Context: an optimization exercise on an open-source flow, tuned for small area, a short achievable clock period and few clock cycles per item. The choices shown serve that exercise and are no tape-out recipe. Only simulation tests tie the RTL to the original design; equivalence was not proved. Power figures rest on the tool's default switching activity, not on a simulated workload.

== raven ==
// rvfpm
module rvfpm (
  input  wire         uin_rvfpm,
  input  wire         arst_n,
  input  wire         issue_req,
  output logic        issue_ack,
  input  wire  [3:0]  issue_op,
  input  wire  [3:0]  issue_id,
  input  wire  [4:0]  issue_rd,
  input  wire  [4:0]  issue_rs1,
  input  wire  [4:0]  issue_rs2,
  input  wire  [31:0] issue_int_operand,
  output logic        result_req,
  input  wire         result_ack,
  output logic [3:0]  result_id,
  output logic [4:0]  result_rd,
  output logic        result_fp_write,
  output logic [31:0] result_data
);
For scale: roughly 3000 cells after synthesis, about 1300 flip-flops, ~100 I/O pins.
clock: 6.0 ns
lec_check: 0
cap_margin: 20
core_margin: 2
core_utilization: 60
cts_cluster_diameter: 100
cts_cluster_size: 25
setup_slack_margin: 3.25
slew_margin: 20
standard.sh (not shown) runs the stock make flow with config.mk's settings and CLKGATE_MAP_FILE= SYNTH_SCRIPT=/design/flow/synth_recipe.tcl, a recipe that flattens the netlist after the stock synthesis.
==> flow/flow/run.sh <==
#!/bin/bash
# Layout flow: the standard ORFS flow (standard.sh) with
#  - a delay-driven ABC script in synthesis (synth_wrap.tcl),
#  - plain buf_4 port buffers instead of the default delay cells,
#  - cell resizing not limited to the same footprint.
# Each tool's log stays under orfs/logs/; make's output goes to
# standard.log in this folder.
set -uo pipefail
HERE=$(pwd)
sed -e "s#@ABC_SCRIPT@#$HERE/flow/abc_delay.script#" \
    -e "s#@FLOW_SYNTH@#$HERE/synth_recipe.tcl#" \
    flow/synth_wrap.tcl > synth_wrap.tcl
bash standard.sh SYNTH_SCRIPT="$HERE/synth_wrap.tcl" MATCH_CELL_FOOTPRINT=0 \
  BUFFER_PORTS_ARGS="-buffer_cell sky130_fd_sc_hd__buf_4" finish > standard.log 2>&1
==> flow/flow/abc_delay.script <==
strash
balance
dc2
dch -f
map -D 1000
topo
buffer -c
upsize -c -D 1000
dnsize -c -D 1000
stime -c
==> flow/flow/synth_wrap.tcl <==
# Synthesis wrapper: the standard flow's synthesis script unchanged, except that
# the ABC mapping step runs a delay-driven script (abc_delay.script)
# in place of ORFS's default one. Flip-flops are mapped before ABC,
# so the registers are those of the standard synthesis.
proc abc {args} {
  set i [lsearch $args -script]
  set args [lreplace $args [expr {$i + 1}] [expr {$i + 1}] @ABC_SCRIPT@]
  yosys abc {*}$args
}
source @FLOW_SYNTH@
Testbench counts of raven, summed over its fixed seeds: cycles 24,024, items 12,000.
Modified inputs, onyx compared to raven
diff --git a/flow/design.v b/flow/design.v
--- a/flow/design.v
+++ b/flow/design.v
@@ -121,39 +121,35 @@
 `default_nettype wire
 `timescale 1ns/1ns
 `default_nettype none
 module fp_exec_unit (
   input  wire  [3:0]  op,
   input  wire  [31:0] a,
   input  wire  [31:0] b,
+  input  wire         a_nan,
+  input  wire         b_nan,
+  input  wire         a_zero,
+  input  wire         b_zero,
   output logic [31:0] data,
   output logic        fp_write
 );
-  logic a_nan;
-  logic b_nan;
-  logic a_zero;
-  logic b_zero;
   logic a_inf;
   logic a_subnorm;
   logic a_normal;
   logic mag_lt;
   logic mag_gt;
   logic a_below_b;
   logic both_zero;
   logic eq_word;
   logic no_nan;
   logic [31:0] word_hi;
   logic [31:0] word_lo;
   logic bit0_hi;
   logic bit0_lo;
   logic [9:0] class_mask;
-  assign a_nan     = (a[30:23] == 8'hff) && (a[22:0] != '0);
-  assign b_nan     = (b[30:23] == 8'hff) && (b[22:0] != '0);
-  assign a_zero    = (a[30:0] == '0);
-  assign b_zero    = (b[30:0] == '0);
   assign a_inf     = (a[30:23] == 8'hff) && (a[22:0] == '0);
   assign a_subnorm = (a[30:23] == 8'h00) && (a[22:0] != '0);
   assign a_normal  = (a[30:23] != 8'h00) && (a[30:23] != 8'hff);
   logic [31:0] g_l0;
   logic [31:0] l_l0;
   logic [15:0] g_l1;
   logic [15:0] l_l1;
@@ -305,14 +301,18 @@
   logic        rsel_i_q;
   logic        e_v_q;
   logic [3:0]  e_op_q;
   logic [3:0]  e_id_q;
   logic [4:0]  e_rd_q;
   logic [31:0] a_q;
   logic [31:0] b_q;
+  logic        a_nan_q;
+  logic        b_nan_q;
+  logic        a_zero_q;
+  logic        b_zero_q;
   logic        r_full_q;
   logic        rf_we_q;
   logic [3:0]  r_id_q;
   logic [4:0]  r_rd_q;
   logic        r_fpw_q;
   logic [31:0] r_data_q;
   logic        i_free;
@@ -326,14 +326,18 @@
   logic        dep_b_next;
   logic [4:0]  rsrc;
   logic [31:0] rsel_d;
   logic [31:0] written_next;
   logic [31:0] rdata;
   logic [31:0] ex_data;
   logic        ex_fpw;
+  logic        rd_nan;
+  logic        rd_zero;
+  logic        rw_nan;
+  logic        rw_zero;
   assign e_done = e_v_q & ~r_full_q;
   assign e_free = ~e_v_q | e_done;
   assign i_adv  = i_v_q & ~i_ph1_q & e_free;
   assign i_free = ~i_v_q | i_ph1_q;
   assign r_full_d = (r_full_q & ~(result_req & result_ack)) | e_done;
   assign i_fmv = (i_op_q == 4'd9);
   assign e_fpw = (e_op_q <= 4'd4) || (e_op_q == 4'd9);
@@ -349,14 +353,18 @@
       rsrc = i_rs1_q;
     end
     for (int i = 0; i < 32; i++) begin
       rsel_d[i] = (rsrc == 5'(i)) & written_next[i] &
                   ~(i_adv & (dep_b_next | i_fmv));
     end
   end
+  assign rd_nan  = (rdata[30:23] == 8'hff) && (rdata[22:0] != '0);
+  assign rd_zero = (rdata[30:0] == '0);
+  assign rw_nan  = (r_data_q[30:23] == 8'hff) && (r_data_q[22:0] != '0);
+  assign rw_zero = (r_data_q[30:0] == '0);
   always_ff @(posedge uin_rvfpm or negedge arst_n) begin
     if (!arst_n) begin
       i_v_q      <= 1'b0;
       i_ph1_q    <= 1'b0;
       e_v_q      <= 1'b0;
       r_full_q   <= 1'b0;
       rf_we_q    <= 1'b0;
@@ -389,20 +397,26 @@
       i_rs2_q <= issue_rs2;
       i_iop_q <= issue_int_operand;
     end
     rsel_q   <= rsel_d;
     rsel_r_q <= i_adv & dep_b_next & ~i_fmv;
     rsel_i_q <= i_adv & i_fmv;
     if (i_adv) begin
-      a_q <= rdata;
+      a_q      <= rdata;
+      a_nan_q  <= rd_nan;
+      a_zero_q <= rd_zero;
     end else if (i_v_q & i_ph1_q & dep_a) begin
-      a_q <= r_data_q;
+      a_q      <= r_data_q;
+      a_nan_q  <= rw_nan;
+      a_zero_q <= rw_zero;
     end
     if (i_v_q & i_ph1_q) begin
       b_q    <= rdata;
+      b_nan_q  <= rd_nan;
+      b_zero_q <= rd_zero;
       e_op_q <= i_op_q;
       e_id_q <= i_id_q;
       e_rd_q <= i_rd_q;
     end
     if (e_done) begin
       r_id_q   <= e_id_q;
       r_rd_q   <= e_rd_q;
@@ -423,14 +437,18 @@
     .xdata1       (i_iop_q),
     .rdata        (rdata)
   );
   fp_exec_unit i_fp_exec_unit (
     .op       (e_op_q),
     .a        (a_q),
     .b        (b_q),
+    .a_nan    (a_nan_q),
+    .b_nan    (b_nan_q),
+    .a_zero   (a_zero_q),
+    .b_zero   (b_zero_q),
     .data     (ex_data),
     .fp_write (ex_fpw)
   );
   assign result_id       = r_id_q;
   assign result_rd       = r_rd_q;
   assign result_fp_write = r_fpw_q;
   assign result_data     = r_data_q;
- Summary: hold slack, onyx better than raven
- Going from raven to onyx, final period utilization now sits lower, layout cell share with drive strength beyond 1 went up by 0.95 points, met3 track utilization from global routing moved up, total global-route track usage grew by 2.4 points, first-pass GRT wire length rose by about 10%.
- Route | onyx vs raven | wire longer in onyx
- Combinational share of power ended up 4.3 points higher on onyx than on raven.
- Length in cells of the worst reg-to-reg path: higher on raven
- Ff count | onyx vs raven | onyx higher
- Looking at clock skew across both flows, onyx is the weaker of the two, with raven ahead.
- Changes observed in onyx relative to raven: number of DRC violations after detailed-routing iteration 0 climbed 718, via total after detailed routing climbed 3319, final routed DRC violation total barely changed.
Testbench counts of onyx, summed over its fixed seeds: cycles 24,024, items 12,000.

========
Another version of the RTL of rvfpm (not shown whole).
Size: about 1,200 flip-flops, roughly 100 I/O pins, about 0.047 sq mm of cells after synthesis.
// rvfpm
module rvfpm (
  input  wire         uin_rvfpm,
  input  wire         arst_n,
  input  wire         issue_req,
  output logic        issue_ack,
  input  wire  [3:0]  issue_op,
  input  wire  [3:0]  issue_id,
  input  wire  [4:0]  issue_rd,
  input  wire  [4:0]  issue_rs1,
  input  wire  [4:0]  issue_rs2,
  input  wire  [31:0] issue_int_operand,
  output logic        result_req,
  input  wire         result_ack,
  output logic [3:0]  result_id,
  output logic [4:0]  result_rd,
  output logic        result_fp_write,
  output logic [31:0] result_data
);
==> flow/config.mk <==
export PLATFORM = sky130hd
export DESIGN_NAME = rvfpm
export DESIGN_NICKNAME = rvfpm
export VERILOG_FILES = /design/flow/design.v
export SDC_FILE = /design/flow/constraint.sdc
export NUM_CORES = 4
export LEC_CHECK = 0
export CAP_MARGIN = 20
export CORE_MARGIN = 2
export CORE_UTILIZATION = 60
export CTS_CLUSTER_DIAMETER = 100
export CTS_CLUSTER_SIZE = 25
export SETUP_SLACK_MARGIN = 3.25
export SLEW_MARGIN = 20
==> flow/constraint.sdc <==
create_clock -name core_clock -period 6.0 [get_ports {uin_rvfpm}]
set_input_delay 1.2000 -clock core_clock [delete_from_list [all_inputs] [get_ports {uin_rvfpm}]]
set_output_delay 1.2000 -clock core_clock [all_outputs]
set_load 0.01 [all_outputs]
==> flow/flow/run.sh <==
#!/bin/bash
# Layout flow: the standard ORFS flow (standard.sh) with
#  - a delay-driven ABC script in synthesis (synth_wrap.tcl),
#  - plain buf_1 port buffers (resized by timing repair) instead of the default delay cells,
#  - cell resizing not limited to the same footprint.
# Each tool's log stays under orfs/logs/; make's output goes to
# standard.log in this folder.
set -uo pipefail
HERE=$(pwd)
sed -e "s#@ABC_SCRIPT@#$HERE/flow/abc_delay.script#" \
    -e "s#@FLOW_SYNTH@#$HERE/synth_recipe.tcl#" \
    flow/synth_wrap.tcl > synth_wrap.tcl
bash standard.sh SYNTH_SCRIPT="$HERE/synth_wrap.tcl" MATCH_CELL_FOOTPRINT=0 \
  BUFFER_PORTS_ARGS="-buffer_cell sky130_fd_sc_hd__buf_1" finish > standard.log 2>&1
Scripts as last shown in full above: flow/flow/abc_delay.script, flow/flow/synth_wrap.tcl
Testbench counts at the start, summed over its fixed seeds: cycles 24,024, items 12,000.
Rerun with:
--- a/flow/design.v
+++ b/flow/design.v
@@ -61,18 +61,14 @@
 module fp_regfile (
   input  wire         uin_rvfpm,
   input  wire         arst_n,
   input  wire         we,
   input  wire  [4:0]  waddr,
   input  wire  [31:0] wdata,
   input  wire  [31:0] rsel,
-  input  wire         xsel0,
-  input  wire  [31:0] xdata0,
-  input  wire         xsel1,
-  input  wire  [31:0] xdata1,
   output logic [31:0] rdata
 );
   logic [31:0] regs [0:31];
   logic        init_q;
   logic [31:0] wsel;
   logic [31:0] wdata_eff;
   always_ff @(posedge uin_rvfpm or negedge arst_n) begin
@@ -104,16 +100,14 @@
   always_comb begin
     for (int i = 0; i < 64; i++) begin
       lv0[i] = '0;
     end
     for (int i = 0; i < 32; i++) begin
       lv0[2*i] = {32{rsel[i]}} & regs[i];
     end
-    lv0[1] = {32{xsel0}} & xdata0;
-    lv0[3] = {32{xsel1}} & xdata1;
     for (int i = 0; i < 32; i++) lv1[i] = lv0[2*i] | lv0[2*i+1];
     for (int i = 0; i < 16; i++) lv2[i] = lv1[2*i] | lv1[2*i+1];
     for (int i = 0; i < 8; i++)  lv3[i] = lv2[2*i] | lv2[2*i+1];
     for (int i = 0; i < 4; i++)  lv4[i] = lv3[2*i] | lv3[2*i+1];
     for (int i = 0; i < 2; i++)  lv5[i] = lv4[2*i] | lv4[2*i+1];
     rdata = lv5[0] | lv5[1];
   end
@@ -152,14 +146,15 @@
   logic nan_sel;
   logic sela_hi;
   logic selb_hi;
   logic sela_lo;
   logic selb_lo;
   logic sign_hi;
   logic sign_lo;
+  logic a_below_b;
   logic [31:0] word_lt;
   logic [31:0] word_gt;
   logic [31:0] word_eq;
   logic [9:0] class_mask;
   assign a_nan     = (a[30:23] == 8'hff) && (a[22:0] != '0);
   assign b_nan     = (b[30:23] == 8'hff) && (b[22:0] != '0);
   assign a_zero    = (a[30:0] == '0);
@@ -267,15 +262,17 @@
         bit0_lo_eq = word_lo[0];
       end
     endcase
   end
   assign word_lt = ~b[31]            ? {word_hi[31:1], bit0_hi_ne} : {word_lo[31:1], bit0_lo_ne};
   assign word_gt = a[31]             ? {word_hi[31:1], bit0_hi_ne} : {word_lo[31:1], bit0_lo_ne};
   assign word_eq = (a[31] & ~b[31])  ? {word_hi[31:1], bit0_hi_eq} : {word_lo[31:1], bit0_lo_eq};
-  assign data = mag_lt ? word_lt : (mag_gt ? word_gt : word_eq);
+  assign a_below_b = (a[31] & ~b[31]) | (a[31] & b[31] & mag_gt) | (~a[31] & ~b[31] & mag_lt);
+  assign data = (mag_lt | mag_gt) ? (a_below_b ? {word_hi[31:1], bit0_hi_ne} : {word_lo[31:1], bit0_lo_ne})
+                                  : word_eq;
   assign fp_write = (op <= 4'd4) || (op == 4'd9);
 endmodule
 `default_nettype wire
 `timescale 1ns/1ns
 `default_nettype none
 module rvfpm (
   input  wire         uin_rvfpm,
@@ -330,14 +327,18 @@
   logic        i_fmv;
   logic        e_fpw;
   logic        dep_a;
   logic        dep_b_next;
   logic [4:0]  rsrc;
   logic [31:0] rsel_d;
   logic [31:0] rdata;
+  logic        a_ld;
+  logic        a_fix;
+  logic        a_hold;
+  logic        b_ld;
   logic [31:0] ex_data;
   logic        ex_fpw;
   assign e_done = e_v_q & ~r_full_q;
   assign e_free = ~e_v_q | e_done;
   assign i_adv  = i_v_q & ~i_ph1_q & e_free;
   assign i_free = ~i_v_q | i_ph1_q;
   assign r_full_d = (r_full_q & ~(result_req & result_ack)) | e_done;
@@ -355,14 +356,18 @@
       rsrc = i_rs1_q;
     end
     for (int i = 0; i < 32; i++) begin
       rsel_d[i] = (rsrc == 5'(i)) &
                   ~(i_adv & (dep_b_next | i_fmv));
     end
   end
+  assign a_ld   = i_adv;
+  assign a_fix  = i_v_q & i_ph1_q & dep_a;
+  assign a_hold = ~a_ld & ~a_fix;
+  assign b_ld   = i_v_q & i_ph1_q;
   always_ff @(posedge uin_rvfpm or negedge arst_n) begin
     if (!arst_n) begin
       i_v_q      <= 1'b0;
       i_ph1_q    <= 1'b0;
       e_v_q      <= 1'b0;
       r_full_q   <= 1'b0;
       rf_we_q    <= 1'b0;
@@ -394,21 +399,18 @@
       i_rs1_q <= issue_rs1;
       i_rs2_q <= issue_rs2;
       i_iop_q <= issue_int_operand;
     end
     rsel_q   <= rsel_d;
     rsel_r_q <= i_adv & dep_b_next & ~i_fmv;
     rsel_i_q <= i_adv & i_fmv;
-    if (i_adv) begin
-      a_q <= rdata;
-    end else if (i_v_q & i_ph1_q & dep_a) begin
-      a_q <= r_data_q;
-    end
+    a_q <= ({32{a_ld}} & rdata) | ({32{a_fix}} & r_data_q) | ({32{a_hold}} & a_q);
+    b_q <= ({32{b_ld}} & rdata) | ({32{b_ld & rsel_r_q}} & r_data_q) |
+           ({32{b_ld & rsel_i_q}} & i_iop_q) | ({32{~b_ld}} & b_q);
     if (i_v_q & i_ph1_q) begin
-      b_q    <= rdata;
       e_op_q <= i_op_q;
       e_wa_q  <= (i_op_q <= 4'd2) || (i_op_q == 4'd10);
       e_wb_q  <= (i_op_q == 4'd9);
       e_mm_q  <= (i_op_q == 4'd3) || (i_op_q == 4'd4);
       e_min_q <= (i_op_q == 4'd3);
       e_id_q <= i_id_q;
       e_rd_q <= i_rd_q;
@@ -422,18 +424,14 @@
   fp_regfile i_fp_regfile (
     .uin_rvfpm    (uin_rvfpm),
     .arst_n       (arst_n),
     .we           (rf_we_q),
     .waddr        (r_rd_q),
     .wdata        (r_data_q),
     .rsel         (rsel_q),
-    .xsel0        (rsel_r_q),
-    .xdata0       (r_data_q),
-    .xsel1        (rsel_i_q),
-    .xdata1       (i_iop_q),
     .rdata        (rdata)
   );
   fp_exec_unit i_fp_exec_unit (
     .op       (e_op_q),
     .f_wa     (e_wa_q),
     .f_wb     (e_wb_q),
     .f_mm     (e_mm_q),
Result:
- The new run went through all stages and came out clean
- fmax rises by 2.2%
- die area falls by about 1.3%
- setup slack gains 0.059 ns
- non-clock buffer count falls by 77
- sequential share of layout area rises by 1.2 points
- core utilization falls by 1.9 points
- clock power falls by about 2%
- critical path depth falls by 7
- final area falls by 3.4%
- routed wire length rises by 3.3%
- hold slack loses 0.0079 ns
Testbench counts after the change, summed over its fixed seeds: cycles 24,024, items 12,000.

static timing again, ports no longer ideal:
The flow's constraints put no driver on any port. The routed layouts listed below were extracted and timed again, unchanged, in two steps.
Step 1: set_driving_cell puts a clkbuf_16 on uin_rvfpm and a buf_2 on each other input, an assumption about the parent block.
Step 2 moves the port delays by t, midway between the first and last clock arrival at a register: inputs arrive t later, outputs are due t later. That takes back most of the time a late clock gives input paths.
Slacks: ideal / step 1 / step 2; pairs: ideal / step 1.
run | t, ns | setup slack, ns | slew at the worst register clock pin (ns) | cell pins on the clock port's net
raven | 0.744 | 3.069 / 3.069 / 3.069 | 0.11 / 0.11 | 1
onyx | 0.740 | 3.238 / 3.179 / 2.866 | 0.11 / 0.11 | 1
the first run of note 2 | 0.740 | 3.200 / 3.200 / 3.200 | 0.12 / 0.12 | 1
the second run of note 2 | 0.732 | 3.259 / 3.259 / 3.247 | 0.11 / 0.11 | 1
After both steps setup and hold are still met in every run listed. For onyx, which loses most, drivers alone change the setup slack by -0.059 ns; drivers and shift together by -0.372 ns.
